What follows belongs to an exercise in optimizing a design on an open flow for small area, a short achievable clock period and few clock cycles per item; a production flow would make more cautious choices.
Only simulation tests tie the RTL to the original design; equivalence was not proved.
No activity file was given, so power comes from the tool's default toggle rates.

==> design.v <==
package mult_stage_pkg;
  localparam int DWD     = 16;
  localparam int PSUMDWD = 32;
  localparam int PEROW   = 4;
  localparam int SLW     = 4;
  localparam int NSL     = DWD / SLW;
  localparam int SIW     = $clog2(NSL);
  localparam int NTW     = 3;
  typedef enum logic [2:0] {XNOR = 3'd0, P1, P2, P3, P4} ms_mode_e;
  typedef enum logic [1:0] {MS_IDLE, MS_CALC, MS_HOLD} ms_fsm_e;
  typedef struct packed {
    logic [3:0] ssctl;
    logic [3:0] ssppctl;
  } ms_out_ctl_t;
  typedef struct packed {
    logic [2:0]     mode;
    logic [NTW-1:0] inumt;
    logic [NTW-1:0] wnumt;
    logic [DWD-1:0] au_mask;
    ms_out_ctl_t    pass;
  } ms_ctl_t;
endpackage
import mult_stage_pkg::*;
module mult_fa (input logic a, b, c, output logic s, co);
  assign s  = a ^ b ^ c;
  assign co = (a & b) | (a & c) | (b & c);
endmodule
module mult_fa1 (input logic a, b, output logic s, co);
  assign s  = ~(a ^ b);
  assign co = a | b;
endmodule
module mult_ha (input logic a, b, output logic s, co);
  assign s  = a ^ b;
  assign co = a & b;
endmodule
module mult_slice_lane
(
  input  logic               is_x,      
  input  logic [3:0]         sa,        
  input  logic [3:0]         wen,       
  input  logic [DWD-1:0]     a,
  input  logic [DWD-1:0]     w,
  input  logic [DWD-1:0]     mx,        
  input  logic [DWD-1:0]     nmx,       
  output logic [PSUMDWD-1:0] cs_s,
  output logic [PSUMDWD-1:0] cs_c
);
  logic [DWD-1:0] ae;
  logic [16:0] ax;
  logic [16:0] pp [8];
  logic [7:0]  nb;
  logic [15:0] xb, zb;
  assign ae = ({DWD{sa[0]}} & {{12{a[3]}},  a[3:0]})
            | ({DWD{sa[1]}} & {{8{a[7]}},   a[7:0]})
            | ({DWD{sa[2]}} & {{4{a[11]}},  a[11:0]})
            | ({DWD{sa[3]}} & a);
  assign ax = {ae[15], ae};
  always_comb begin
    for (int j = 0; j < 8; j++) begin
      logic b2, b1, b0, en, one, two, ng, nx;
      b2  = w[2*j+1];
      b1  = w[2*j];
      b0  = (j == 0) ? 1'b0 : w[2*j-1];
      en  = wen[j/2];
      one = en & (b1 ^ b0);
      two = en & ((b2 & ~b1 & ~b0) | (~b2 & b1 & b0));
      ng  = en & b2 & ~(b1 & b0);
      nx  = (j == 2) ? (ng | is_x) : ng;
      nb[j] = (j == 2) ? (ng & ~is_x) : ng;
      for (int k = 0; k < 17; k++)
        pp[j][k] = ((one & ax[k]) | (two & ((k == 0) ? 1'b0 : ax[k-1]))) ^ nx;
    end
  end
  assign xb = ~(a ^ w) & mx;
  assign zb = xb | nmx;
  logic s1, c1;
  logic s2, c2;
  logic s3, c3;
  logic s4, c4;
  logic s5, c5;
  logic s6, c6;
  logic s7, c7;
  logic s8, c8;
  logic s9, c9;
  logic s10, c10;
  logic s11, c11;
  logic s12, c12;
  logic s13, c13;
  logic s14, c14;
  logic s15, c15;
  logic s16, c16;
  logic s17, c17;
  logic s18, c18;
  logic s19, c19;
  logic s20, c20;
  logic s21, c21;
  logic s22, c22;
  logic s23, c23;
  logic s24, c24;
  logic s25, c25;
  logic s26, c26;
  logic s27, c27;
  logic s28, c28;
  logic s29, c29;
  logic s30, c30;
  logic s31, c31;
  logic s32, c32;
  logic s33, c33;
  logic s34, c34;
  logic s35, c35;
  logic s36, c36;
  logic s37, c37;
  logic s38, c38;
  logic s39, c39;
  logic s40, c40;
  logic s41, c41;
  logic s42, c42;
  logic s43, c43;
  logic s44, c44;
  logic s45, c45;
  logic s46, c46;
  logic s47, c47;
  logic s48, c48;
  logic s49, c49;
  logic s50, c50;
  logic s51, c51;
  logic s52, c52;
  logic s53, c53;
  logic s54, c54;
  logic s55, c55;
  logic s56, c56;
  logic s57, c57;
  logic s58, c58;
  logic s59, c59;
  logic s60, c60;
  logic s61, c61;
  logic s62, c62;
  logic s63, c63;
  logic s64, c64;
  logic s65, c65;
  logic s66, c66;
  logic s67, c67;
  logic s68, c68;
  logic s69, c69;
  logic s70, c70;
  logic s71, c71;
  logic s72, c72;
  logic s73, c73;
  logic s74, c74;
  logic s75, c75;
  logic s76, c76;
  logic s77, c77;
  logic s78, c78;
  logic s79, c79;
  logic s80, c80;
  logic s81, c81;
  logic s82, c82;
  logic s83, c83;
  logic s84, c84;
  logic s85, c85;
  logic s86, c86;
  logic s87, c87;
  logic s88, c88;
  logic s89, c89;
  logic s90, c90;
  logic s91, c91;
  logic s92, c92;
  logic s93, c93;
  logic s94, c94;
  logic s95, c95;
  logic s96, c96;
  logic s97, c97;
  logic s98, c98;
  logic s99, c99;
  logic s100, c100;
  logic s101, c101;
  logic s102, c102;
  logic s103, c103;
  logic s104, c104;
  logic s105, c105;
  logic s106, c106;
  logic s107, c107;
  logic s108, c108;
  logic s109, c109;
  logic s110, c110;
  logic s111, c111;
  logic s112, c112;
  logic s113, c113;
  logic s114, c114;
  logic s115, c115;
  logic s116, c116;
  logic s117, c117;
  logic s118, c118;
  logic s119, c119;
  logic s120, c120;
  logic s121, c121;
  logic s122, c122;
  logic s123, c123;
  logic s124, c124;
  logic s125, c125;
  logic s126, c126;
  logic s127, c127;
  logic s128, c128;
  logic s129, c129;
  logic s130, c130;
  logic s131, c131;
  logic s132, c132;
  logic s133, c133;
  logic s134, c134;
  logic s135, c135;
  logic s136, c136;
  logic s137, c137;
  logic s138, c138;
  logic s139, c139;
  logic s140, c140;
  logic s141, c141;
  logic s142, c142;
  logic s143, c143;
  logic s144, c144;
  mult_fa u1 (.a(xb[0]), .b(zb[0]), .c(xb[1]), .s(s1), .co(c1));
  mult_fa u2 (.a(zb[1]), .b(xb[2]), .c(zb[2]), .s(s2), .co(c2));
  mult_fa u3 (.a(xb[3]), .b(zb[3]), .c(xb[4]), .s(s3), .co(c3));
  mult_fa u4 (.a(zb[4]), .b(xb[5]), .c(zb[5]), .s(s4), .co(c4));
  mult_fa u5 (.a(xb[6]), .b(zb[6]), .c(xb[7]), .s(s5), .co(c5));
  mult_fa u6 (.a(zb[7]), .b(xb[8]), .c(zb[8]), .s(s6), .co(c6));
  mult_fa u7 (.a(xb[9]), .b(zb[9]), .c(xb[10]), .s(s7), .co(c7));
  mult_ha u8 (.a(zb[10]), .b(xb[11]), .s(s8), .co(c8));
  mult_fa u9 (.a(zb[11]), .b(xb[12]), .c(zb[12]), .s(s9), .co(c9));
  mult_fa u10 (.a(xb[13]), .b(zb[13]), .c(xb[14]), .s(s10), .co(c10));
  mult_fa u11 (.a(zb[14]), .b(xb[15]), .c(zb[15]), .s(s11), .co(c11));
  mult_fa u12 (.a(nb[0]), .b(s8), .c(s9), .s(s12), .co(c12));
  mult_fa u13 (.a(s10), .b(s11), .c(s4), .s(s13), .co(c13));
  mult_fa u14 (.a(c8), .b(c9), .c(c10), .s(s14), .co(c14));
  mult_fa u15 (.a(c11), .b(c4), .c(c5), .s(s15), .co(c15));
  mult_ha u16 (.a(c6), .b(c7), .s(s16), .co(c16));
  mult_fa u17 (.a(s5), .b(s6), .c(s7), .s(s17), .co(c17));
  mult_ha u18 (.a(s1), .b(s2), .s(s18), .co(c18));
  mult_fa u19 (.a(c1), .b(c2), .c(c3), .s(s19), .co(c19));
  mult_fa u20 (.a(pp[0][1]), .b(s16), .c(s14), .s(s20), .co(c20));
  mult_ha u21 (.a(s15), .b(c12), .s(s21), .co(c21));
  mult_fa u22 (.a(nb[1]), .b(pp[0][2]), .c(pp[1][0]), .s(s22), .co(c22));
  mult_ha u23 (.a(c16), .b(c14), .s(s23), .co(c23));
  mult_ha u24 (.a(nb[5]), .b(pp[0][10]), .s(s24), .co(c24));
  mult_ha u25 (.a(pp[0][11]), .b(pp[1][9]), .s(s25), .co(c25));
  mult_fa u26 (.a(nb[6]), .b(pp[0][12]), .c(pp[1][10]), .s(s26), .co(c26));
  mult_ha u27 (.a(pp[2][8]), .b(pp[3][6]), .s(s27), .co(c27));
  mult_fa u28 (.a(pp[0][13]), .b(pp[1][11]), .c(pp[2][9]), .s(s28), .co(c28));
  mult_ha u29 (.a(pp[3][7]), .b(pp[4][5]), .s(s29), .co(c29));
  mult_fa u30 (.a(nb[7]), .b(pp[0][14]), .c(pp[1][12]), .s(s30), .co(c30));
  mult_fa u31 (.a(pp[2][10]), .b(pp[3][8]), .c(pp[4][6]), .s(s31), .co(c31));
  mult_ha u32 (.a(pp[5][4]), .b(pp[6][2]), .s(s32), .co(c32));
  mult_fa u33 (.a(pp[0][15]), .b(pp[1][13]), .c(pp[2][11]), .s(s33), .co(c33));
  mult_fa u34 (.a(pp[3][9]), .b(pp[4][7]), .c(pp[5][5]), .s(s34), .co(c34));
  mult_ha u35 (.a(pp[6][3]), .b(pp[7][1]), .s(s35), .co(c35));
  mult_fa1 u36 (.a(~pp[0][16]), .b(pp[1][14]), .s(s36), .co(c36));
  mult_fa u37 (.a(pp[2][12]), .b(pp[3][10]), .c(pp[4][8]), .s(s37), .co(c37));
  mult_fa u38 (.a(pp[5][6]), .b(pp[6][4]), .c(pp[7][2]), .s(s38), .co(c38));
  mult_fa1 u39 (.a(pp[1][15]), .b(pp[2][13]), .s(s39), .co(c39));
  mult_fa u40 (.a(pp[3][11]), .b(pp[4][9]), .c(pp[5][7]), .s(s40), .co(c40));
  mult_ha u41 (.a(pp[6][5]), .b(pp[7][3]), .s(s41), .co(c41));
  mult_fa u42 (.a(~pp[1][16]), .b(pp[2][14]), .c(pp[3][12]), .s(s42), .co(c42));
  mult_fa u43 (.a(pp[4][10]), .b(pp[5][8]), .c(pp[6][6]), .s(s43), .co(c43));
  mult_fa1 u44 (.a(pp[2][15]), .b(pp[3][13]), .s(s44), .co(c44));
  mult_ha u45 (.a(pp[4][11]), .b(pp[5][9]), .s(s45), .co(c45));
  mult_fa u46 (.a(~pp[2][16]), .b(pp[3][14]), .c(pp[4][12]), .s(s46), .co(c46));
  mult_fa u47 (.a(s3), .b(pp[0][0]), .c(s18), .s(s47), .co(c47));
  mult_fa u48 (.a(c18), .b(s19), .c(c17), .s(s48), .co(c48));
  mult_ha u49 (.a(c13), .b(s21), .s(s49), .co(c49));
  mult_fa u50 (.a(c19), .b(c15), .c(s22), .s(s50), .co(c50));
  mult_fa u51 (.a(c21), .b(s23), .c(c20), .s(s51), .co(c51));
  mult_fa u52 (.a(pp[0][3]), .b(pp[1][1]), .c(c22), .s(s52), .co(c52));
  mult_ha u53 (.a(nb[2]), .b(pp[0][4]), .s(s53), .co(c53));
  mult_ha u54 (.a(nb[3]), .b(pp[0][6]), .s(s54), .co(c54));
  mult_ha u55 (.a(pp[0][7]), .b(pp[1][5]), .s(s55), .co(c55));
  mult_fa u56 (.a(nb[4]), .b(pp[0][8]), .c(pp[1][6]), .s(s56), .co(c56));
  mult_ha u57 (.a(pp[2][4]), .b(pp[3][2]), .s(s57), .co(c57));
  mult_fa u58 (.a(pp[0][9]), .b(pp[1][7]), .c(pp[2][5]), .s(s58), .co(c58));
  mult_ha u59 (.a(pp[3][3]), .b(pp[4][1]), .s(s59), .co(c59));
  mult_fa u60 (.a(pp[1][8]), .b(pp[2][6]), .c(pp[3][4]), .s(s60), .co(c60));
  mult_fa u61 (.a(pp[4][2]), .b(pp[5][0]), .c(s24), .s(s61), .co(c61));
  mult_fa u62 (.a(pp[2][7]), .b(pp[3][5]), .c(pp[4][3]), .s(s62), .co(c62));
  mult_fa u63 (.a(pp[5][1]), .b(c24), .c(s25), .s(s63), .co(c63));
  mult_fa u64 (.a(pp[4][4]), .b(pp[5][2]), .c(pp[6][0]), .s(s64), .co(c64));
  mult_fa u65 (.a(c25), .b(s27), .c(s26), .s(s65), .co(c65));
  mult_fa u66 (.a(pp[5][3]), .b(pp[6][1]), .c(c27), .s(s66), .co(c66));
  mult_fa u67 (.a(s29), .b(c26), .c(s28), .s(s67), .co(c67));
  mult_fa u68 (.a(pp[7][0]), .b(c29), .c(s32), .s(s68), .co(c68));
  mult_fa u69 (.a(c28), .b(s30), .c(s31), .s(s69), .co(c69));
  mult_fa u70 (.a(c32), .b(s35), .c(c30), .s(s70), .co(c70));
  mult_fa u71 (.a(c31), .b(s33), .c(s34), .s(s71), .co(c71));
  mult_fa u72 (.a(c35), .b(c33), .c(c34), .s(s72), .co(c72));
  mult_fa u73 (.a(s36), .b(s37), .c(s38), .s(s73), .co(c73));
  mult_fa u74 (.a(s41), .b(c36), .c(c37), .s(s74), .co(c74));
  mult_fa u75 (.a(c38), .b(s39), .c(s40), .s(s75), .co(c75));
  mult_fa u76 (.a(pp[7][4]), .b(c41), .c(c39), .s(s76), .co(c76));
  mult_fa u77 (.a(c40), .b(s42), .c(s43), .s(s77), .co(c77));
  mult_fa u78 (.a(pp[6][7]), .b(pp[7][5]), .c(s45), .s(s78), .co(c78));
  mult_fa u79 (.a(c42), .b(c43), .c(s44), .s(s79), .co(c79));
  mult_fa u80 (.a(pp[5][10]), .b(pp[6][8]), .c(pp[7][6]), .s(s80), .co(c80));
  mult_fa u81 (.a(c45), .b(c44), .c(s46), .s(s81), .co(c81));
  mult_fa u82 (.a(pp[4][13]), .b(pp[5][11]), .c(pp[6][9]), .s(s82), .co(c82));
  mult_fa u83 (.a(pp[7][7]), .b(~pp[3][15]), .c(c46), .s(s83), .co(c83));
  mult_fa u84 (.a(pp[3][15]), .b(~pp[3][16]), .c(pp[4][14]), .s(s84), .co(c84));
  mult_fa u85 (.a(pp[5][12]), .b(pp[6][10]), .c(pp[7][8]), .s(s85), .co(c85));
  mult_fa1 u86 (.a(pp[4][15]), .b(pp[5][13]), .s(s86), .co(c86));
  mult_ha u87 (.a(pp[6][11]), .b(pp[7][9]), .s(s87), .co(c87));
  mult_fa u88 (.a(~pp[4][16]), .b(pp[5][14]), .c(pp[6][12]), .s(s88), .co(c88));
  mult_ha u89 (.a(s17), .b(s12), .s(s89), .co(c89));
  mult_fa u90 (.a(c47), .b(s20), .c(s48), .s(s90), .co(c90));
  mult_fa u91 (.a(c48), .b(c49), .c(s50), .s(s91), .co(c91));
  mult_fa u92 (.a(c23), .b(c50), .c(s52), .s(s92), .co(c92));
  mult_fa u93 (.a(pp[1][2]), .b(pp[2][0]), .c(s53), .s(s93), .co(c93));
  mult_fa u94 (.a(pp[0][5]), .b(pp[1][3]), .c(pp[2][1]), .s(s94), .co(c94));
  mult_fa u95 (.a(pp[1][4]), .b(pp[2][2]), .c(pp[3][0]), .s(s95), .co(c95));
  mult_fa u96 (.a(pp[2][3]), .b(pp[3][1]), .c(c54), .s(s96), .co(c96));
  mult_fa u97 (.a(pp[4][0]), .b(c55), .c(s57), .s(s97), .co(c97));
  mult_fa u98 (.a(c57), .b(s59), .c(c56), .s(s98), .co(c98));
  mult_fa u99 (.a(c59), .b(c58), .c(s60), .s(s99), .co(c99));
  mult_fa u100 (.a(c60), .b(s62), .c(c61), .s(s100), .co(c100));
  mult_fa u101 (.a(c62), .b(s64), .c(c63), .s(s101), .co(c101));
  mult_fa u102 (.a(c64), .b(s66), .c(c65), .s(s102), .co(c102));
  mult_fa u103 (.a(c66), .b(s68), .c(c67), .s(s103), .co(c103));
  mult_fa u104 (.a(c68), .b(c69), .c(s70), .s(s104), .co(c104));
  mult_fa u105 (.a(c70), .b(c71), .c(s72), .s(s105), .co(c105));
  mult_fa u106 (.a(c72), .b(c73), .c(s74), .s(s106), .co(c106));
  mult_fa u107 (.a(c74), .b(c75), .c(s76), .s(s107), .co(c107));
  mult_fa u108 (.a(c76), .b(s78), .c(c77), .s(s108), .co(c108));
  mult_fa u109 (.a(s80), .b(c78), .c(c79), .s(s109), .co(c109));
  mult_fa u110 (.a(c80), .b(s82), .c(c81), .s(s110), .co(c110));
  mult_fa u111 (.a(c82), .b(s84), .c(s85), .s(s111), .co(c111));
  mult_fa u112 (.a(s87), .b(c84), .c(c85), .s(s112), .co(c112));
  mult_fa u113 (.a(pp[7][10]), .b(c87), .c(c86), .s(s113), .co(c113));
  mult_fa u114 (.a(pp[6][13]), .b(pp[7][11]), .c(~pp[5][15]), .s(s114), .co(c114));
  mult_fa u115 (.a(pp[5][15]), .b(~pp[5][16]), .c(pp[6][14]), .s(s115), .co(c115));
  mult_ha u116 (.a(s13), .b(s89), .s(s116), .co(c116));
  mult_fa u117 (.a(c89), .b(s49), .c(s90), .s(s117), .co(c117));
  mult_fa u118 (.a(c90), .b(s51), .c(s91), .s(s118), .co(c118));
  mult_fa u119 (.a(c51), .b(c91), .c(s92), .s(s119), .co(c119));
  mult_fa u120 (.a(s93), .b(c52), .c(c92), .s(s120), .co(c120));
  mult_fa u121 (.a(c53), .b(s94), .c(c93), .s(s121), .co(c121));
  mult_fa u122 (.a(s54), .b(c94), .c(s95), .s(s122), .co(c122));
  mult_fa u123 (.a(s55), .b(c95), .c(s96), .s(s123), .co(c123));
  mult_fa u124 (.a(s56), .b(c96), .c(s97), .s(s124), .co(c124));
  mult_fa u125 (.a(s58), .b(c97), .c(s98), .s(s125), .co(c125));
  mult_fa u126 (.a(c98), .b(s61), .c(s99), .s(s126), .co(c126));
  mult_fa u127 (.a(s63), .b(c99), .c(s100), .s(s127), .co(c127));
  mult_fa u128 (.a(s65), .b(c100), .c(s101), .s(s128), .co(c128));
  mult_fa u129 (.a(s67), .b(c101), .c(s102), .s(s129), .co(c129));
  mult_fa u130 (.a(s69), .b(c102), .c(s103), .s(s130), .co(c130));
  mult_fa u131 (.a(s71), .b(c103), .c(s104), .s(s131), .co(c131));
  mult_fa u132 (.a(s73), .b(c104), .c(s105), .s(s132), .co(c132));
  mult_fa u133 (.a(s75), .b(c105), .c(s106), .s(s133), .co(c133));
  mult_fa u134 (.a(s77), .b(c106), .c(s107), .s(s134), .co(c134));
  mult_fa u135 (.a(s79), .b(c107), .c(s108), .s(s135), .co(c135));
  mult_fa u136 (.a(s81), .b(c108), .c(s109), .s(s136), .co(c136));
  mult_fa u137 (.a(s83), .b(c109), .c(s110), .s(s137), .co(c137));
  mult_fa u138 (.a(c83), .b(s111), .c(c110), .s(s138), .co(c138));
  mult_fa u139 (.a(s86), .b(c111), .c(s112), .s(s139), .co(c139));
  mult_fa u140 (.a(s88), .b(c112), .c(s113), .s(s140), .co(c140));
  mult_fa u141 (.a(c88), .b(s114), .c(c113), .s(s141), .co(c141));
  mult_fa u142 (.a(pp[7][12]), .b(c114), .c(s115), .s(s142), .co(c142));
  mult_fa u143 (.a(pp[7][13]), .b(~pp[6][15]), .c(c115), .s(s143), .co(c143));
  mult_fa u144 (.a(pp[6][15]), .b(~pp[6][16]), .c(pp[7][14]), .s(s144), .co(c144));
  assign cs_s = {1'b1, pp[7][15], ~pp[7][15], s144, c142, s142, c140, c139, s139, c137, c136, c135, c134, c133, c132, c131, c130, c129, c128, c127, c126, c125, c124, c123, c122, s122, s121, c119, c118, c117, c116, s47};
  assign cs_c = {1'b0, ~pp[7][16], c144, c143, s143, c141, s141, s140, c138, s138, s137, s136, s135, s134, s133, s132, s131, s130, s129, s128, s127, s126, s125, s124, s123, c121, c120, s120, s119, s118, s117, s116};
endmodule
import mult_stage_pkg::*;
module mult_stage
(
  input  logic                            i_clk,
  input  logic                            i_rst,
  input  logic                            FS_rdy,
  output logic                            FS_ack,
  input  logic [32:0]                     i_ctl,
  input  logic [PEROW*DWD-1:0]            i_input,
  input  logic [PEROW*DWD-1:0]            i_weight,
  input  logic [PEROW*PSUMDWD-1:0]        i_psum,
  output logic                            MS_rdy,
  input  logic                            MS_ack,
  output logic [PEROW*PSUMDWD-1:0]        o_prod,
  output logic [PEROW*PSUMDWD-1:0]        o_psum,
  output logic [7:0]                      o_ctl
);
  mult_stage_pkg::ms_ctl_t ctl;
  assign ctl = i_ctl;
  function automatic [3:0] numt_oh(input [NTW-1:0] n);
    case (n)
      3'd0, 3'd1: numt_oh = 4'b0001;
      3'd2:       numt_oh = 4'b0010;
      3'd3:       numt_oh = 4'b0100;
      default:    numt_oh = 4'b1000;
    endcase
  endfunction
  logic full, is_mul, is_x;
  logic [3:0] sa, wen;
  logic [DWD-1:0] mx, nmx;
  logic [PEROW*PSUMDWD-1:0] cs_s, cs_c, s_q, c_q;
  assign MS_rdy = full;
  assign FS_ack = FS_rdy && (!full || MS_ack);
  assign is_x   = ctl.mode == XNOR;
  assign is_mul = (ctl.mode != XNOR) && (ctl.mode <= P4);
  assign sa     = {4{is_mul}} & numt_oh(ctl.inumt);
  assign wen    = {ctl.wnumt >= 3'd4, ctl.wnumt >= 3'd3, ctl.wnumt >= 3'd2, 1'b1};
  assign mx     = {DWD{is_x}} & ctl.au_mask;
  assign nmx    = {DWD{is_x}} & ~ctl.au_mask;
  always_ff @(posedge i_clk) begin
    if (i_rst)       full <= 1'b0;
    else if (FS_ack) full <= 1'b1;
    else if (MS_ack) full <= 1'b0;
  end
  always_ff @(posedge i_clk) begin
    if (FS_ack) begin
      s_q    <= cs_s;
      c_q    <= cs_c;
      o_psum <= i_psum;
      o_ctl  <= ctl.pass;
    end
  end
  for (genvar r = 0; r < PEROW; r++) begin : g_lane
    mult_slice_lane u_lane (
      .is_x   (is_x),
      .sa     (sa),
      .wen    (wen),
      .a      (i_input[DWD*r +: DWD]),
      .w      (i_weight[DWD*r +: DWD]),
      .mx     (mx),
      .nmx    (nmx),
      .cs_s   (cs_s[PSUMDWD*r +: PSUMDWD]),
      .cs_c   (cs_c[PSUMDWD*r +: PSUMDWD])
    );
    assign o_prod[PSUMDWD*r +: PSUMDWD] = s_q[PSUMDWD*r +: PSUMDWD] + c_q[PSUMDWD*r +: PSUMDWD];
  end
endmodule
==> flow/run.sh <==
#!/bin/bash
# The standard layout, with every port buffered by a minimum-size buffer
# (sky130_fd_sc_hd__buf_1) instead of the delay cell buffer_ports picks by itself.
set -euo pipefail
bash standard.sh "BUFFER_PORTS_ARGS=-buffer_cell sky130_fd_sc_hd__buf_1" finish > standard_make.log 2>&1
==> standard.sh <==
#!/bin/bash
# synth_recipe.tcl (not shown) runs the flow's synth.tcl, then flattens the netlist and writes it again
# the make line also repeats each setting of config.mk as NAME=value (left out here)
make -C /OpenROAD-flow-scripts/flow DESIGN_CONFIG=/design/flow/config.mk WORK_HOME=/design/flow/orfs CLKGATE_MAP_FILE= SYNTH_SCRIPT=/design/flow/synth_recipe.tcl "${@:-finish}"
==> config.mk <==
export PLATFORM = sky130hd
export DESIGN_NAME = mult_stage
export DESIGN_NICKNAME = mult_stage
export VERILOG_FILES = /design/flow/design.v
export SDC_FILE = /design/flow/constraint.sdc
export NUM_CORES = 4
export LEC_CHECK = 0
export CAP_MARGIN = 20
export CORE_MARGIN = 2
export CORE_UTILIZATION = 40
export SETUP_SLACK_MARGIN = 4.5
export SLEW_MARGIN = 20
==> constraint.sdc <==
create_clock -name core_clock -period 10.0 [get_ports {i_clk}]
set_input_delay 2.0000 -clock core_clock [delete_from_list [all_inputs] [get_ports {i_clk}]]
set_output_delay 2.0000 -clock core_clock [all_outputs]
set_load 0.01 [all_outputs]
==> flow_summary.ini, run 1 <==
[route]
wl_per_cell_um = 23.4
drtAntennaViolNets = 0
first_pass_iters = 6
drtIter0Drc = 3046
drc = 0
postRouteWirelength_um = 152000
vias = 36300
via_per_inst = 5.59

[critical_path]
cp-start-kind = flip-flop
worst_ep_required_time_ns = 8.00
worstPathArrival_ns = 3.69
worst-setup-path-type = flip-flop to output pin
crit_fanout = 4
crit_path_end_kind = output pin

[status]
outcome = complete, no violations

[layout]
n_fill_cell = 10100
final_cell_mix = buf_1 (539), inv_1 (495), xnor2_1 (421), edfxtp_1 (384), fa_1 (382)
final_util_pct = 48.2
drive_above_1_share_pct = 14.3
stdcell_count = 6496
fin_nets = 6019
area_growth_pct = 19.3
mostFrequentLayoutCell = buf_1

[pwr]
design_power_total_mw = 12.4
peakVddDrop_uv = 214
power.density_nw_per_um2 = 239
p_leak_nw = 20.7

[synth]
ys_ff_latch = 385
synth_top_area_cell = edfxtp_1
avgSynthCellArea_sq_um = 9.82
yosys_warnings = 4
synth_top_area_share_pct = 26.5
ys.flop_type = edfxtp_1
synth.distinct_cells = 83
async_flop_share_pct = 0
syn_inst = 4427
synth-seq-area-share_pct = 26.6
synth_edf_count = 384
synth_area_sq_um = 43500
synthTopCellsByArea = edfxtp_1 (27%), fa_1 (21%), xnor2_1 (8.8%)

[clock_tree]
cts_buffers = 45
cts.sinks = 385
path_clk_slew_ns = 0.06
clockBufferDepth = 3
htreeDepth = 2
cts_tree = done
clk_latency_ns = 0.63
root_buffer = clkbuf_16

[sta]
finalCritPeriodShare_pct = 56.9
setup_viol = 0
tightestPinTransition_ns = 1.09
drv_slew = 0
setup_tns_ns = 0
rsz0062_at_grt = true
slew_headroom_pct = 27.2
hold_viol_final = 0
max_freq_mhz = 176
skew_ns = 0.0291
fin_crit_ns = 5.69

[global_route]
grt_pass1_vias = 35200
grt_max_degree = 140
grt_use_total_pct = 26.3
grt_pass1_wl_um = 221000
antenna_found_initial = 88
overflow = 0

[die]
dieArea_sq_um = 111000
rows = 120
pin_count = 559
die_width_um = 334
core_sq_um = 108000
die_y_um = 334
start_util_pct = 40.4

[placement]
dp_cells = 6217
place_congestion = 0.929
post-dp-hpwl_um = 116000
portBuffers = 558

[worst_hold_path]
hp-class = flip-flop to flip-flop

[run]
maxCapViolations = 0
registers in the layout (all words and copies together) (netlist names):
name	cells
c_q	124
full	1
o_ctl	8
o_psum	128
s_q	124
final cells by class:
class / count / area (sq um) / share of cell area, %
diodes: 41 / 103 / 0.198
clock buffers: 55 / 1180 / 2.28
clock inverters: 27 / 239 / 0.461
inverters: 554 / 2080 / 4.02
multi-input cells: 3219 / 30500 / 58.8
flip-flops and latches: 385 / 11600 / 22.3
well taps: 1403 / 1760 / 3.38
repair buffers: 812 / 4460 / 8.61
cell usage after synthesis (42+ instances only):
| cell | instances |
|---|---|
| ha_1 | 259 |
| o22ai_1 | 379 |
| xnor2_1 | 437 |
| xor2_1 | 215 |
| clkbuf_1 | 211 |
| a21o_1 | 94 |
| o211ai_1 | 44 |
| edfxtp_1 | 384 |
| o21a_1 | 42 |
| nand3_1 | 47 |
| nor2_1 | 148 |
| o21ai_0 | 157 |
| inv_1 | 545 |
| fa_1 | 450 |
| a21oi_1 | 183 |
| nor2b_1 | 61 |
| nand2_1 | 268 |
power by group:
group          total [mW]  switching, mW  leakage, nW  internal (mW)
sequential           2.66          0.158         3.74           2.50
combinational        8.14           4.85         16.2           3.29
clock                1.62          0.692        0.697          0.924
worst max-delay path: stages (launching register included):
cell      delay, ns
edfxtp_1       0.38
ha_2           0.21
inv_2          0.06
fa_2           0.22
nor2b_4        0.04
o31a_1         0.28
o311a_4        0.36
or4_4          0.54
a211oi_4       0.29
o21ai_4        0.12
a211o_1        0.32
o311ai_1       0.07
buf_2          0.18
per-stage QoR:
step                instance area, sq um  setup WS, ns  hold WS, ns
finish                             51900          4.31        0.554
detailed placement                 47100          2.59        0.549
global route                       51800          4.21        0.634
CTS                                49900          4.24        0.557
global placement                   47100          2.53        0.539
floorplan                          43500        -0.153        0.568
worst paths after layout:
path / startpoint / endpoint / slack (ns) / cells past startpoint
max: s_q[32]$_DFFE_PP_ / o_prod[62] / 4.31 / 12
min: full$_SDFFE_PP0P_ / full$_SDFFE_PP0P_ / 0.55 / 2
max reg2reg: full$_SDFFE_PP0P_ / c_q[25]$_DFFE_PP_ / 7.18 / 3
min reg2reg: full$_SDFFE_PP0P_ / full$_SDFFE_PP0P_ / 0.55 / 2
metal layers:
metal / wire, um / vias up / GRT usage [%]
met5: 550 / - / 0
met4: 7080 / 88 / 12.2
met3: 15400 / 359 / 8.12
met2: 69500 / 1602 / 41.4
met1: 59200 / 17800 / 33.1
li1: - / 16500 / -
kinds of logic (layout without fill, tap and decap cells):
logic type | Yosys count | count (layout) | share of synthesized area [%]
adders and majority gates | 709 | 709 | 28.2
AOI/OAI and AO/OA | 1129 | 1129 | 16.6
other | 0 | 41 | 0
and+or+nand+nor | 723 | 723 | 8.14
buffers and inverters | 823 | 1448 | 7.20
DFF | 385 | 385 | 26.6
muxes | 6 | 6 | 0.138
xor gates and xnor gates | 652 | 652 | 13.1
repair_timing:
action                                 in CTS  in global routing
setup endpoints to repair                 200                136
endpoints found under the hold margin       0                  0
pin swaps                                  81                206
hold buffers                                0                  0
gates cloned                                5                  5
gates resized for setup                   188                325
buffers inserted                           67                 79
Testbench counts, summed over its fixed seeds: cycles 3,208, items 3,200.
==> run 2, diff against run 1 <==
--- a/config.mk
+++ b/config.mk
@@ -8,5 +8,4 @@
 export CAP_MARGIN = 20
 export CORE_MARGIN = 2
 export CORE_UTILIZATION = 40
-export SETUP_SLACK_MARGIN = 4.5
 export SLEW_MARGIN = 20
==> flow_summary.ini, run 2 <==
[sta]
rsz0062_at_grt = false
finalCritPeriodShare_pct = 67.9
slew_headroom_pct = 21.3
fin_crit_ns = 6.79
tightestPinTransition_ns = 1.18
hold_viol_final = 0
drv_slew = 0
skew_ns = 0.0248
setup_viol = 0
max_freq_mhz = 147
holdWs_ns = 0.564

[pwr]
p_leak_nw = 19.7
p_sw_mw = 5.43
p_seq_share_pct = 22.5
internal-power_mw = 6.31
peakVddDrop_uv = 238
switching_share_pct = 46.3
p_comb_share_pct = 63.4
power.density_nw_per_um2 = 241
design_power_total_mw = 11.7
clkPwrFrac_pct = 14.1

[route]
vias = 35300
drtIter0Drc = 2917
first_pass_iters = 8
drc = 0
postRouteWirelength_um = 147000
wl_per_cell_um = 23.1
drtAntennaViolNets = 0
via_per_inst = 5.56

[synth]
avgSynthCellArea_sq_um = 9.82
synth_top_area_cell = edfxtp_1
synth-seq-area-share_pct = 26.6
yosys_warnings = 4
synthTopCellsByArea = edfxtp_1 (27%), fa_1 (21%), xnor2_1 (8.8%)
ys_ff_latch = 385
synth_top_area_share_pct = 26.5
async_flop_share_pct = 0
synth.distinct_cells = 83
synth_commonest_cells = inv_1 (545), fa_1 (450), xnor2_1 (437), edfxtp_1 (384), o22ai_1 (379)
syn_inst = 4427
ys.flop_type = edfxtp_1
post-synth-top-count-cell = inv_1
synth_area_sq_um = 43500
synth_edf_count = 384

[global_route]
use_met2_pct = 41.0
antenna_found_initial = 80
overflow = 0
grt_max_degree = 77
grt_pass1_vias = 34700
grt_use_total_pct = 25.9
met3_usage_pct = 8.45
grt_pass1_wl_um = 219000
grt_busiest_layer = met2
grtUsageMet1_pct = 32.9

[critical_path]
critPathMaxStageDelay_ns = 0.86
crit_path_end_kind = flip-flop
cp-start-kind = input pin
worstPathArrival_ns = 7.17
cpMaxStageDelayCell = a21oi_1
crit_fanout = 45
crit_family = adder cells
critPathMostFrequentCell = fa_1
cp_num_buf_inv = 5
crit_chain = buf_1 -> nor2_1 -> ha_4 -> buf_4 -> and2_1 -> or2_1 -> buf_4 -> a21oi_1 -> o22ai_1 -> xnor2_1 -> fa_1 -> inv_1 -> fa_1 -> fa_1 -> inv_1 -> fa_1
worst_ep_required_time_ns = 10.38
worst-setup-path-type = input pin to flip-flop

[layout]
largest_reg_flops = 128
layout.area.seq_sq_um = 11600
drive_above_1_share_pct = 4.65
final_cell_mix = buf_1 (557), inv_1 (545), fa_1 (450), xnor2_1 (437), edfxtp_1 (384)
area_growth_pct = 12.1
fin_nets = 5871
stdcell_count = 6346
regMostFlops = o_psum
postLayoutCellArea_sq_um = 48700
multiInputGateArea_sq_um = 28900
final_util_pct = 45.3
mostFrequentLayoutCell = buf_1
n_fill_cell = 10400
reg.largest.list = o_psum: 128 flops, c_q: 124 flops, s_q: 124 flops

[die]
die_y_um = 334
rows = 120
die_width_um = 334
pin_count = 559
start_util_pct = 40.4
core_sq_um = 108000
dieArea_sq_um = 111000

[clock_tree]
path_clk_slew_ns = 0.06
htreeDepth = 2
root_buffer = clkbuf_16
clk_latency_ns = 0.65
cts_buffers = 46
postCtsSetupRepairBufs = 0
cts_tree = done
clockBufferDepth = 3
cts.repair.resized = 0
cts.sinks = 385
hold_buffers = 0

[placement]
place_congestion = 0.944
placed_cell_area_sq_um = 47100
portBuffers = 558
post-dp-hpwl_um = 117000
dp_cells = 6223

[status]
outcome = complete, no violations

[run]
maxCapViolations = 0

[worst_hold_path]
hp-class = flip-flop to flip-flop
## run 2: stage by stage
step                setup TNS (ns)  setup WS (ns)
finish                           0           3.21
CTS                              0           3.33
global route                     0           2.98
global placement                 0           2.53
floorplan                   -0.185         -0.185
detailed placement               0           2.56
## run 2: kinds of logic (layout without fill, tap and decap cells)
logic type / count (synthesis) / count (layout) / synth area share (%)
AO/OA/AOI/OAI: 1129 / 1129 / 16.6
buffers and inverters: 823 / 1300 / 7.20
AND/OR/NAND/NOR: 723 / 723 / 8.14
adder cells (fa/ha/maj): 709 / 709 / 28.2
XOR/XNOR: 652 / 652 / 13.1
flip-flops: 385 / 385 / 26.6
multiplexers: 6 / 6 / 0.138
other: 0 / 39 / 0
## run 2: final timing paths
| check | from | to | slack (ns) | cells after the start |
|---|---|---|---|---|
| setup / recovery | i_ctl[31] | c_q[114]$_DFFE_PP_ | 3.21 | 16 |
| setup reg to reg | full$_SDFFE_PP0P_ | o_psum[12]$_DFFE_PP_ | 6.77 | 4 |
| hold reg to reg | full$_SDFFE_PP0P_ | full$_SDFFE_PP0P_ | 0.56 | 2 |
| hold / removal | full$_SDFFE_PP0P_ | full$_SDFFE_PP0P_ | 0.56 | 2 |
## run 2: cell type report
class                      instances  area share, %
inverter                         554           4.27
clock buffer                      53           2.42
clock inverter                    30          0.611
sequential                       385           23.7
antenna                           39          0.200
multi-input combinational       3219           59.3
tap                             1403           3.60
timing repair buffer             663           5.92
## run 2: per-layer routing
metal,up-vias,routed length (um)
met1,17300,59000
met3,284,15100
met5,-,513
met4,78,5030
li1,16100,-
met2,1472,67300
## run 2: power by group through the flow
stage                     Sequential [mW]  Clock [mW]  Combinational [mW]
after floorplan                      2.65           0                5.16
after global placement               2.68           0                7.41
final                                2.64        1.65                7.45
after CTS                            2.65        1.71                7.55
after global routing                 2.68        1.76                8.41
after detailed placement             2.68           0                7.50
## run 2: tightest hold or removal path, stage by stage (launching register included)
cell and delay [ns]:
dfxtp_1 0.34, a21oi_1 0.13, nor2_1 0.05
==> run 3, diff against run 2 <==
--- a/config.mk
+++ b/config.mk
@@ -9,3 +9,4 @@
 export CORE_MARGIN = 2
 export CORE_UTILIZATION = 40
 export SLEW_MARGIN = 20
+export SYNTH_HIERARCHICAL = 1
==> flow_summary.ini, run 3 <==
[global_route]
grt_pass1_wl_um = 219000
grt_max_degree = 144
overflow = 0
use_met2_pct = 39.8
antenna_found_initial = 77
grtUsageMet1_pct = 32.4
grt_busiest_layer = met2
grt_pass1_vias = 33700
met3_usage_pct = 6.30
grt_use_total_pct = 24.9

[placement]
place_congestion = 0.937
dp_slack_ns = 2.37
portBuffers = 558
placed_cell_area_sq_um = 47300
dp_cells = 5975
post-dp-hpwl_um = 119000

[critical_path]
cp-start-kind = input pin
crit_path_end_kind = flip-flop
worst_ep_required_time_ns = 10.38
r2r_slack_ns = 6.73
r2r_start = full$_SDFFE_PP0P_
crit_fanout = 17
worstPathArrival_ns = 7.44
worstRegToRegCells = 4
worst-setup-path-type = input pin to flip-flop
rr_endpoint = c_q[22]$_DFFE_PP_

[clock_tree]
cts.sinks = 393
hold_buffers = 0
clockBufferDepth = 3
cts_buffers = 49
path_clk_slew_ns = 0.06
postCtsSetupRepairBufs = 0
root_buffer = clkbuf_16
clk_latency_ns = 0.64
cts.repair.resized = 0
cts_tree = done
htreeDepth = 2

[sta]
fin_crit_ns = 7.06
rsz0062_at_grt = false
skew_ns = 0.0278
setup_viol = 0
max_freq_mhz = 142
hold_viol_final = 0
setup_slack_ns = 2.94
finalCritPeriodShare_pct = 70.6
setup_tns_ns = 0
drv_slew = 0
holdWs_ns = 0.568
slew_headroom_pct = 20.7
tightestPinTransition_ns = 1.19

[layout]
final_cell_mix = xnor2_1 (589), buf_1 (557), fa_1 (476), edfxtp_1 (392), a22oi_1 (281)
mostFrequentLayoutCell = xnor2_1
n_fill_cell = 10900
area_growth_pct = 7.41
drive_above_1_share_pct = 5.87
postLayoutCellArea_sq_um = 49000
fin_nets = 5552
stdcell_count = 6105
reg.largest.list = c_q: 128 flops, o_psum: 128 flops, s_q: 128 flops
final_util_pct = 43.4

[die]
die_y_um = 342
pin_count = 559
die_width_um = 342
rows = 123
dieArea_sq_um = 117000
start_util_pct = 40.4
core_sq_um = 113000

[status]
outcome = complete, no violations

[synth]
synth_area_sq_um = 45600
syn_inst = 4320
synth_commonest_cells = xnor2_1 (589), fa_1 (476), edfxtp_1 (392), a22oi_1 (281), ha_1 (257)
avgSynthCellArea_sq_um = 10.6
synth_edf_count = 392
synth_top_area_share_pct = 25.8
synth-seq-area-share_pct = 25.9
post-synth-top-count-cell = xnor2_1
yosys_warnings = 10
async_flop_share_pct = 0
ys.flop_type = edfxtp_1
synthTopCellsByArea = edfxtp_1 (26%), fa_1 (21%), xnor2_1 (11%)
synth_top_area_cell = edfxtp_1
ys_ff_latch = 393
synth.distinct_cells = 89

[worst_hold_path]
hold_end = full$_SDFFE_PP0P_
hold_depth = 2
worstHoldStart = full$_SDFFE_PP0P_
hp-class = flip-flop to flip-flop

[route]
via_per_inst = 5.62
drc = 0
drtIter0Drc = 3241
drtAntennaViolNets = 0
first_pass_iters = 6
wl_per_cell_um = 24.2
postRouteWirelength_um = 148000
vias = 34300

[pwr]
p_sw_mw = 5.18
power.density_nw_per_um2 = 235
p_comb_share_pct = 61.4
clkPwrFrac_pct = 15.7
switching_share_pct = 45.0
design_power_total_mw = 11.5
internal-power_mw = 6.33
p_leak_nw = 18.8
p_seq_share_pct = 22.9
peakVddDrop_uv = 183

[run]
maxCapViolations = 0
-- run 3: cell count changes after synthesis, moves of 36 or more --
cell / previous run / this run
inv_1: 545 / 111
a22oi_1: 23 / 281
buf_4: 0 / 252
o22ai_1: 379 / 143
xnor2_1: 437 / 589
xor2_1: 215 / 79
and2_1: 29 / 152
or2_2: 14 / 71
clkbuf_1: 211 / 167
o21ai_0: 157 / 117
o211ai_1: 44 / 6
nand2_1: 268 / 232
-- run 3: power groups by stage --
stage,sequential [mW],clock [mW],combinational [mW]
floorplan,2.67,0,6.07
global placement,2.67,0,7.02
detailed placement,2.67,0,7.08
CTS,2.65,1.86,7.15
global route,2.68,1.92,7.95
finish,2.64,1.80,7.06
-- run 3: area by class of cell --
cell class / count / area [sq um] / share of cell area [%]
clock buffer: 53 / 1240 / 2.53
timing repair buffer: 591 / 2370 / 4.83
tap: 1500 / 1880 / 3.83
inverter: 139 / 522 / 1.07
sequential: 393 / 11800 / 24.1
clock inverter: 34 / 372 / 0.759
multi-input combinational: 3352 / 30700 / 62.7
antenna: 43 / 108 / 0.220
-- run 3: per-layer routing --
layer  vias to the layer above  wire, um
li1                      15600         -
met1                     17000     60200
met2                      1445     69600
met3                       244     13400
met4                        60      4450
met5                         -       387
-- run 3: how the worst max path moves through the flow --
stage / end / cells past startpoint / slack, ns / from
after floorplan: FS_ack / 2 / -0.31 / MS_ack
after global placement: c_q[45]$_DFFE_PP_ / 15 / 2.38 / i_ctl[31]
after detailed placement: c_q[45]$_DFFE_PP_ / 15 / 2.37 / i_ctl[31]
after CTS: c_q[45]$_DFFE_PP_ / 15 / 3.06 / i_ctl[31]
after global routing: c_q[45]$_DFFE_PP_ / 15 / 2.69 / i_ctl[31]
final: c_q[45]$_DFFE_PP_ / 15 / 2.94 / i_ctl[31]
-- run 3: worst max-delay path, stage by stage --
cell	delay (ns)
buf_1	0.07
nor2_1	0.11
ha_2	0.30
nor2b_1	0.17
nand2_1	0.11
nor2_4	0.11
buf_4	0.23
a222oi_1	0.91
nand2_1	0.70
mux2_2	0.48
a211oi_1	0.39
fa_1	0.50
fa_1	0.40
fa_1	0.51
fa_1	0.42
-- run 3: cell families (layout without fill, tap and decap cells) --
logic type / count (synthesis) / in the layout / share of synthesized area, %
flip-flops: 393 / 393 / 25.9
AO/OA/AOI/OAI: 1023 / 1023 / 15.2
adder cells (fa/ha/maj): 733 / 733 / 27.9
buffers and inverters: 598 / 817 / 7.06
AND/OR/NAND/NOR: 839 / 839 / 9.77
multiplexers: 57 / 57 / 1.31
other: 9 / 75 / 0.0741
XOR/XNOR: 668 / 668 / 12.8
-- run 3: modules after synthesis (local to each module, per instance) --
module           times used  area [sq um]
mult_fa                 472          20.0
mult_fa1                 16          27.5
mult_ha                  88          12.5
mult_slice_lane           4          4030
mult_stage                1         18500
==> run 4, diff against run 3 <==
--- a/config.mk
+++ b/config.mk
@@ -8,5 +8,6 @@
 export CAP_MARGIN = 20
 export CORE_MARGIN = 2
 export CORE_UTILIZATION = 40
+export SETUP_SLACK_MARGIN = 4.5
 export SLEW_MARGIN = 20
 export SYNTH_HIERARCHICAL = 1
==> flow_summary.ini, run 4 <==
[route]
drc = 0
drtAntennaViolNets = 0
wl_per_cell_um = 25.1
via_per_inst = 5.65
postRouteWirelength_um = 158000
drtIter0Drc = 3236
vias = 35600
first_pass_iters = 6

[layout]
stdcell_count = 6308
reg.largest.list = c_q: 128 flops, o_psum: 128 flops, s_q: 128 flops
area_growth_pct = 17.1
multiInputGateArea_sq_um = 33300
n_fill_cell = 10600
mostFrequentLayoutCell = xnor2_1
final_cell_mix = xnor2_1 (563), buf_1 (546), edfxtp_1 (392), fa_1 (360), ha_1 (238)
layout.area.seq_sq_um = 11800
drive_above_1_share_pct = 18.4
fin_nets = 5746

[critical_path]
crit_path_end_kind = flip-flop
critPathMostFrequentCell = fa_2
crit_chain = buf_1 -> nor2_2 -> ha_4 -> nor2b_4 -> nor2b_4 -> buf_6 -> buf_12 -> or4_4 -> nand2_8 -> o22ai_2 -> xnor2_1 -> fa_2 -> fa_2 -> fa_2 -> fa_2
crit_fanout = 7
r2r_start = full$_SDFFE_PP0P_
cp_num_buf_inv = 3
worstPathArrival_ns = 6.04
r2r_slack_ns = 6.67
worst-setup-path-type = input pin to flip-flop
critPathMaxStageDelay_ns = 0.62
worst_ep_required_time_ns = 10.36
startpoint = i_ctl[31]
cpMaxStageDelayCell = or4_4
cp-start-kind = input pin
crit_family = adder cells

[sta]
max_freq_mhz = 176
skew_ns = 0.0180
hold_viol_final = 0
rsz0062_at_grt = true
drv_slew = 0
finalCritPeriodShare_pct = 56.8
setup_viol = 0
tightestPinTransition_ns = 1.09
slew_headroom_pct = 27.4
fin_crit_ns = 5.68
setup_slack_ns = 4.32

[synth]
synthTopCellsByArea = edfxtp_1 (26%), fa_1 (21%), xnor2_1 (11%)
synth_commonest_cells = xnor2_1 (589), fa_1 (476), edfxtp_1 (392), a22oi_1 (281), ha_1 (257)
synthSimpleGateAreaFrac_pct = 9.77
synth-seq-area-share_pct = 25.9
synth_top_area_cell = edfxtp_1
yosys_warnings = 10
post-synth-top-count-cell = xnor2_1
synth_compound_area_share_pct = 15.2
synth_top_area_share_pct = 25.8
ys_ff_latch = 393
syn_inst = 4320
avgSynthCellArea_sq_um = 10.6
synth_edf_count = 392
synthAdderAreaFrac_pct = 27.9
synth_area_sq_um = 45600
synth_xor_area_share_pct = 12.8
synth_top_family_by_area = adder cells
async_flop_share_pct = 0
synth.distinct_cells = 89
synthMuxAreaShare_pct = 1.31
ys.flop_type = edfxtp_1

[clock_tree]
clockBufferDepth = 3
htreeDepth = 2
hold_buffers = 0
clk_latency_ns = 0.64
cts_buffers = 49
cts_tree = done
path_clk_slew_ns = 0.06
cts.sinks = 393
root_buffer = clkbuf_16

[die]
die_y_um = 342
pin_count = 559
rows = 123
start_util_pct = 40.4
core_sq_um = 113000
die_width_um = 342
dieArea_sq_um = 117000

[pwr]
power.density_nw_per_um2 = 228
peakVddDrop_uv = 191
p_leak_nw = 20.2
design_power_total_mw = 12.2

[global_route]
grt_pass1_vias = 34900
grt_pass1_wl_um = 227000
overflow = 0
grt_max_degree = 124
grt_use_total_pct = 26.1
antenna_found_initial = 85

[worst_hold_path]
worstHoldStart = full$_SDFFE_PP0P_
hp-class = flip-flop to flip-flop

[run]
maxCapViolations = 0

[placement]
post-dp-hpwl_um = 121000
dp_cells = 5978
portBuffers = 558
dp_slack_ns = 2.34
place_congestion = 0.960

[status]
outcome = complete, no violations
[run 4: final timing paths]
path | to | cells past startpoint
max | c_q[49]$_DFFE_PP_ | 15
min | full$_SDFFE_PP0P_ | 2
max reg2reg | s_q[22]$_DFFE_PP_ | 4
min reg2reg | full$_SDFFE_PP0P_ | 2
[run 4: where the power goes]
group          total, mW  internal [mW]  switching, mW  leakage (nW)
clock               1.73          0.996          0.735         0.748
sequential          2.64           2.50          0.138          3.83
combinational       7.78           3.17           4.61          15.6
total               12.2           6.67           5.48          20.2
[run 4: worst register-to-register path, stage by stage, from the launching register on]
cell	delay [ns]
dfxtp_1	0.34
a21boi_4	0.41
buf_4	0.58
buf_4	0.69
buf_4	0.82
[run 4: logic make-up (layout without fill, tap and decap cells)]
group | after synthesis | after routing
AOI/OAI and AO/OA | 1023 | 1025
and+or+nand+nor | 839 | 842
adders and majority gates | 733 | 733
xor gates and xnor gates | 668 | 668
buffers and inverters | 598 | 1008
DFF | 393 | 393
muxes | 57 | 57
other | 9 | 82
[run 4: through the flow]
stage                     area, sq um  TNS, ns  hold WS, ns  utilization [%]
final                           53400        0        0.568             47.3
after global routing            53400        0        0.598             47.3
after CTS                       51200        0        0.569             45.4
after detailed placement        47300        0        0.556             41.9
after global placement          47300        0        0.540             41.9
after floorplan                 45700   -0.277        0.568                -
[run 4: routing by layer]
layer | vias to the layer above | routed length (um) | track usage [%]
met5 | - | 354 | 0
met4 | 56 | 6520 | 10.9
met3 | 320 | 14000 | 6.40
met2 | 1479 | 73900 | 41.6
met1 | 17800 | 63600 | 33.8
li1 | 16000 | - | -
[run 4: modules after synthesis (local to each module, per instance)]
module	copies in the design	cells inside
mult_slice_lane	4	582
mult_stage	1	1352
mult_ha	88	1
mult_fa1	16	5
mult_fa	472	1
[run 4: layout make-up]
cell class,instances,share of cell area (%)
Inverter,139,0.982
Clock inverter,29,0.494
Multi-Input combinational cell,3357,62.4
Timing Repair Buffer,780,7.87
Clock buffer,60,2.41
Tap cell,1500,3.51
Antenna cell,50,0.234
Sequential cell,393,22.1
[run 4: timing repair]
item | CTS | global route
gates resized for setup | 327 | 305
endpoints found under the hold margin | 0 | 0
gates cloned | 4 | 4
setup endpoints to repair | 244 | 157
pin swaps | 141 | 189
setup buffers | 98 | 85
==> run 5, diff against run 4 <==
--- a/config.mk
+++ b/config.mk
@@ -8,6 +8,5 @@
 export CAP_MARGIN = 20
 export CORE_MARGIN = 2
 export CORE_UTILIZATION = 40
-export SETUP_SLACK_MARGIN = 4.5
+export SETUP_SLACK_MARGIN = 5.0
 export SLEW_MARGIN = 20
-export SYNTH_HIERARCHICAL = 1
==> flow_summary.ini, run 5 <==
[status]
outcome = complete, no violations

[clock_tree]
root_buffer = clkbuf_16
path_clk_slew_ns = 0.06
clockBufferDepth = 3
cts_buffers = 45
cts.sinks = 385
cts_tree = done
clk_latency_ns = 0.62
htreeDepth = 2

[die]
pin_count = 559
die_y_um = 334
die_width_um = 334
start_util_pct = 40.4
rows = 120
core_sq_um = 108000
dieArea_sq_um = 111000

[pwr]
internal-power_mw = 7.46
switching_share_pct = 45.2
clkPwrFrac_pct = 11.8
power.density_nw_per_um2 = 241
p_sw_mw = 6.16
p_leak_nw = 22.0
p_seq_share_pct = 19.7
peakVddDrop_uv = 276
p_comb_share_pct = 68.4

[global_route]
grt_pass1_wl_um = 229000
grt_use_total_pct = 27.3
grt_pass1_vias = 36500
grt_max_degree = 140
overflow = 0
antenna_found_initial = 94

[synth]
post-synth-top-count-cell = inv_1
syn_inst = 4427
ys.flop_type = edfxtp_1
async_flop_share_pct = 0
synth_top_area_cell = edfxtp_1
synth.distinct_cells = 83
synthTopCellsByArea = edfxtp_1 (27%), fa_1 (21%), xnor2_1 (8.8%)
synth_area_sq_um = 43500
synth_edf_count = 384
synth_top_area_share_pct = 26.5
yosys_warnings = 4
ys_ff_latch = 385
synth-seq-area-share_pct = 26.6
avgSynthCellArea_sq_um = 9.82
synth_commonest_cells = inv_1 (545), fa_1 (450), xnor2_1 (437), edfxtp_1 (384), o22ai_1 (379)

[critical_path]
worst_ep_required_time_ns = 8.00
worst-setup-path-type = flip-flop to output pin
cp_num_buf_inv = 2
cpMaxStageDelayCell = or4_4
crit_chain = ha_2 -> inv_2 -> fa_2 -> nor2b_4 -> o31a_1 -> o311a_4 -> or4_4 -> a211oi_4 -> o21ai_4 -> a211o_1 -> o311ai_1 -> buf_2
crit_family = compound AO/OA/AOI/OAI gates
worstPathArrival_ns = 3.69
crit_fanout = 4
cp-start-kind = flip-flop
critPathMaxStageDelay_ns = 0.54
crit_path_end_kind = output pin

[sta]
finalCritPeriodShare_pct = 56.9
max_freq_mhz = 176
tightestPinTransition_ns = 1.13
rsz0062_at_grt = true
hold_viol_final = 0
drv_slew = 0
setup_slack_ns = 4.31
skew_ns = 0.0276
setup_viol = 0
fin_crit_ns = 5.69
slew_headroom_pct = 24.4

[route]
maxUsedRoutingLayer = met5
vias = 37500
drtAntennaViolNets = 0
via_per_inst = 5.63
first_pass_iters = 6
drc = 0
wl_per_cell_um = 23.8
drtIter0Drc = 2954
met2WireLength_um = 73700
wl_met3_um = 15800
postRouteWirelength_um = 158000
wl_met1_um = 60300

[layout]
fin_nets = 6181
largest_reg_flops = 128
postLayoutCellArea_sq_um = 56400
n_fill_cell = 9596
mostFrequentLayoutCell = buf_1
drive_above_1_share_pct = 27.7
stdcell_count = 6658
area_growth_pct = 29.8
multiInputGateArea_sq_um = 33000
final_cell_mix = buf_1 (477), inv_1 (390), xnor2_1 (387), edfxtp_1 (384), o22ai_1 (295)
reg.largest.list = o_psum: 128 flops, c_q: 124 flops, s_q: 124 flops
layout.area.seq_sq_um = 11600
regMostFlops = o_psum

[run]
maxCapViolations = 0

[placement]
dp_cells = 6217
post-dp-hpwl_um = 116000
placed_cell_area_sq_um = 47100
place_congestion = 0.929
dp_slack_ns = 2.59
portBuffers = 558

[worst_hold_path]
hp-class = flip-flop to flip-flop
run 5: changes by cell type after synthesis, sizes merged, moves of 34 or more:
| cell | delta |
|---|---|
| inv | +416 |
| a22oi | -258 |
| o22ai | +236 |
| buf | -231 |
| xnor2 | -152 |
| xor2 | +136 |
| and2 | -120 |
| or2 | -57 |
| o21ai | +54 |
| clkbuf | +41 |
| o211ai | +39 |
| nand2 | +36 |
| o21a | +34 |
run 5: power groups by stage:
stage	clock [mW]	sequential, mW	combinational (mW)
2_1_floorplan	0	2.65	5.16
5_1_grt	1.72	2.72	10.3
3_3_place_gp	0	2.67	7.43
3_5_place_dp	0	2.68	7.54
4_1_cts	1.67	2.67	8.68
6_report	1.61	2.69	9.32
run 5: metal layers:
| metal | global-route usage, % | vias to the layer above |
|---|---|---|
| li1 | - | 16800 |
| met2 | 43.3 | 1626 |
| met1 | 33.5 | 18500 |
| met5 | 0 | - |
| met4 | 12.9 | 94 |
| met3 | 8.86 | 442 |
run 5: worst register-to-register path: cells and delay by family (launching register included):
kind / cells / cell delay [ns]
compound gates: 1 / 0.18
buf+inv: 3 / 1.39
flops: 1 / 0.34
run 5: cells by family (layout without fill, tap and decap cells):
| kind of cell | after synthesis | in the layout | synth area share [%] |
|---|---|---|---|
| flops | 385 | 385 | 26.6 |
| fa+ha+maj | 709 | 709 | 28.2 |
| xor+xnor | 652 | 652 | 13.1 |
| simple gates | 723 | 724 | 8.14 |
| buf+inv | 823 | 1609 | 7.20 |
| compound gates | 1129 | 1129 | 16.6 |
| other cells | 0 | 41 | 0 |
| mux | 6 | 6 | 0.138 |
run 5: final timing paths:
check	slack, ns	from	to	cells past startpoint
max	4.31	s_q[32]$_DFFE_PP_	o_prod[62]	12
min	0.56	full$_SDFFE_PP0P_	full$_SDFFE_PP0P_	2
max reg2reg	7.38	full$_SDFFE_PP0P_	c_q[25]$_DFFE_PP_	4
min reg2reg	0.56	full$_SDFFE_PP0P_	full$_SDFFE_PP0P_	2
run 5: timing repair:
item                       in CTS  in global routing
buffers inserted              199                107
cloned                         11                  1
setup endpoints to repair     266                237
pin swaps                     373                290
hold buffers                    0                  0
gates resized for setup       836                512
run 5: final cells by class:
| cell class | instances | share of cell area [%] |
|---|---|---|
| Antenna cell | 41 | 0.182 |
| Clock buffer | 55 | 2.10 |
| Clock inverter | 27 | 0.423 |
| Inverter | 554 | 3.72 |
| Multi-Input combinational cell | 3220 | 58.5 |
| Sequential cell | 385 | 20.5 |
| Tap cell | 1403 | 3.11 |
| Timing Repair Buffer | 973 | 11.5 |
run 5: per-stage QoR:
stage / power (mW) / setup TNS [ns] / util, % / hold WS [ns]
after floorplan: 7.81 / -0.153 / - / 0.568
after global placement: 10.1 / 0 / 43.8 / 0.539
after detailed placement: 10.2 / 0 / 43.8 / 0.549
after CTS: 13.0 / 0 / 49.7 / 0.559
after global routing: 14.8 / 0 / 52.5 / 0.630
final: 13.6 / 0 / 52.5 / 0.556
==> run 6, diff against run 5 <==
--- a/config.mk
+++ b/config.mk
@@ -8,5 +8,6 @@
 export CAP_MARGIN = 20
 export CORE_MARGIN = 2
 export CORE_UTILIZATION = 40
-export SETUP_SLACK_MARGIN = 5.0
+export CTS_BUF_LIST = sky130_fd_sc_hd__clkbuf_4 sky130_fd_sc_hd__clkbuf_8
+export SETUP_SLACK_MARGIN = 4.5
 export SLEW_MARGIN = 20
==> flow_summary.ini, run 6 <==
[sta]
rsz0062_at_grt = true
slew_headroom_pct = 23.3
skew_ns = 0.0451
drv_slew = 0
holdWs_ns = 0.556
setup_viol = 0
tightestPinTransition_ns = 1.15
hold_viol_final = 0
max_freq_mhz = 173
finalCritPeriodShare_pct = 57.8
setup_tns_ns = 0
fin_crit_ns = 5.78

[layout]
fin_nets = 5983
regMostFlops = o_psum
area_growth_pct = 16.9
stdcell_count = 6488
largest_reg_flops = 128
n_fill_cell = 10300
final_cell_mix = inv_1 (537), buf_1 (532), xnor2_1 (434), fa_1 (427), edfxtp_1 (384)
drive_above_1_share_pct = 11.4
mostFrequentLayoutCell = inv_1
reg.largest.list = o_psum: 128 flops, c_q: 124 flops, s_q: 124 flops

[route]
drtIter0Drc = 2991
via_per_inst = 5.57
vias = 36100
drtAntennaViolNets = 0
postRouteWirelength_um = 151000
drc = 0
wl_per_cell_um = 23.3
first_pass_iters = 5

[synth]
synthTopCellsByArea = edfxtp_1 (27%), fa_1 (21%), xnor2_1 (8.8%)
ys_ff_latch = 385
syn_inst = 4427
synth-seq-area-share_pct = 26.6
synth_area_sq_um = 43500
avgSynthCellArea_sq_um = 9.82
synth_top_area_cell = edfxtp_1
synth.distinct_cells = 83
ys.flop_type = edfxtp_1
synth_edf_count = 384
synth_top_area_share_pct = 26.5
post-synth-top-count-cell = inv_1
yosys_warnings = 4
synth_commonest_cells = inv_1 (545), fa_1 (450), xnor2_1 (437), edfxtp_1 (384), o22ai_1 (379)
async_flop_share_pct = 0

[die]
dieArea_sq_um = 111000
pin_count = 559
die_width_um = 334
die_y_um = 334
start_util_pct = 40.4
rows = 120
core_sq_um = 108000

[status]
outcome = complete, no violations

[clock_tree]
root_buffer = clkbuf_8
path_clk_slew_ns = 0.06
hold_buffers = 0
cts.sinks = 385
htreeDepth = 3
clockBufferDepth = 3
cts_tree = done
cts_buffers = 73
clk_latency_ns = 0.74

[critical_path]
worstPathArrival_ns = 3.78
crit_fanout = 4
crit_path_end_kind = output pin
worst_ep_required_time_ns = 8.00
cp-start-kind = flip-flop
worst-setup-path-type = flip-flop to output pin

[global_route]
antenna_found_initial = 88
grt_max_degree = 140
grt_use_total_pct = 26.4
grt_pass1_wl_um = 222000
grt_pass1_vias = 35300
overflow = 0

[placement]
portBuffers = 558
post-dp-hpwl_um = 116000
dp_cells = 6217
place_congestion = 0.929

[run]
maxCapViolations = 0

[pwr]
peakVddDrop_uv = 222
p_leak_nw = 20.4
power.density_nw_per_um2 = 245

[worst_hold_path]
hp-class = flip-flop to flip-flop
## run 6: changes by cell type in the layout (fill, tap and decap cells not counted), moves of 72 or more
cell and delta:
clkbuf_8 +72, inv_1 +147, inv_2 -144, fa_1 +198
o22ai_1 +83, fa_2 -198, buf_6 -130
## run 6: layout make-up
| class | count | area (sq um) | area share, % |
|---|---|---|---|
| multi-input cells | 3220 | 30100 | 59.2 |
| flip-flops and latches | 385 | 11600 | 22.7 |
| repair buffers | 747 | 3740 | 7.35 |
| inverters | 554 | 2080 | 4.10 |
| well taps | 1403 | 1760 | 3.45 |
| clock buffers | 87 | 1110 | 2.18 |
| clock inverters | 42 | 377 | 0.741 |
| diodes | 50 | 125 | 0.246 |
## run 6: metrics by stage
step / util, % / instance area, sq um / power (mW) / worst slack (ns)
4_1_cts: 46.1 / 49600 / 12.3 / 4.13
3_5_place_dp: 43.8 / 47100 / 10.2 / 2.59
5_1_grt: 47.2 / 50800 / 13.6 / 4.10
6_report: 47.3 / 50800 / 12.5 / 4.22
2_1_floorplan: - / 43500 / 7.81 / -0.153
3_3_place_gp: 43.8 / 47100 / 10.1 / 2.53
## run 6: kinds of logic after synthesis
logic type / Yosys count / share of synthesized area [%]
and+or+nand+nor: 723 / 8.14
xor gates and xnor gates: 652 / 13.1
buffers and inverters: 823 / 7.20
muxes: 6 / 0.138
DFF: 385 / 26.6
adders and majority gates: 709 / 28.2
AOI/OAI and AO/OA: 1129 / 16.6
## run 6: worst paths after layout
path	endpoint	cells past startpoint	from	slack [ns]
worst max-delay path	o_prod[62]	12	s_q[32]$_DFFE_PP_	4.22
worst min-delay path	full$_SDFFE_PP0P_	2	full$_SDFFE_PP0P_	0.56
worst max register to register	s_q[26]$_DFFE_PP_	3	full$_SDFFE_PP0P_	7.13
worst min register to register	full$_SDFFE_PP0P_	2	full$_SDFFE_PP0P_	0.56
## run 6: per-layer routing
metal	GRT usage, %	up-vias	part of all wire (%)
li1	-	16400	-
met1	32.8	17900	40
met2	41.6	1424	46
met3	8.86	334	9.7
met4	11.8	82	4.2
met5	0	-	0.34
## run 6: worst max-delay path, cell delays in order, from the launching register on
cell	delay, ns
edfxtp_1	0.39
ha_2	0.22
inv_2	0.06
fa_2	0.22
nor2b_4	0.04
o31a_1	0.28
o311a_4	0.36
or4_4	0.54
a211oi_4	0.28
o21ai_4	0.11
a211o_1	0.31
o311ai_1	0.07
buf_2	0.18
## run 6: repair_timing
item                                    4_1_cts  5_1_grt
pin swaps                                    47      103
endpoints found under the hold margin         0        0
buffers inserted                             38       48
cloned                                        0        6
gates resized for setup                     149      186
endpoints found under the setup margin      192      129
## run 6: report_power, final
part / internal (mW) / switching, mW
clock: 0.877 / 0.741
sequential: 2.50 / 0.174
combinational: 3.31 / 4.87
total: 6.69 / 5.78

port drivers added, routing unchanged:
No port has a modelled driver above. Below, the same layouts with a new extraction and two added sets of constraints. Step 1 (the two cells are an assumption about what drives the block):
set clk [get_ports {i_clk}]
set_driving_cell -lib_cell sky130_fd_sc_hd__clkbuf_16 $clk
set_driving_cell -lib_cell sky130_fd_sc_hd__buf_2 [delete_from_list [all_inputs] $clk]
Step 2 times the ports against the registers' clock, not the clock port: input delays grow and output delays shrink by t, the midpoint of the rising clock arrivals with the driver on. a / b / c = ideal ports / drivers / drivers and shift; a / b = the first two.
run | t (ns) | slack for setup (ns) | clock arrival spread, ns | worst data-port slew with drivers (ns) | pins driven straight from the clock port
run 1 | 0.679 | 4.314 / 4.248 / 3.748 | 0.034 / 0.033 | 0.22 | 1
run 2 | 0.689 | 3.208 / 3.252 / 2.564 | 0.049 / 0.049 | 0.20 | 1
run 3 | 0.695 | 2.938 / 2.984 / 2.289 | 0.034 / 0.034 | 0.22 | 1
run 4 | 0.698 | 4.319 / 4.369 / 3.671 | 0.025 / 0.026 | 0.24 | 1
run 5 | 0.677 | 4.307 / 4.241 / 3.717 | 0.031 / 0.031 | 0.22 | 1
run 6 | 0.782 | 4.219 / 4.156 / 3.722 | 0.053 / 0.053 | 0.22 | 1
After both steps every run listed still meets setup and hold. The setup slack of run 3, which loses most, moves by +0.046 ns with the drivers and by -0.649 ns with both steps.
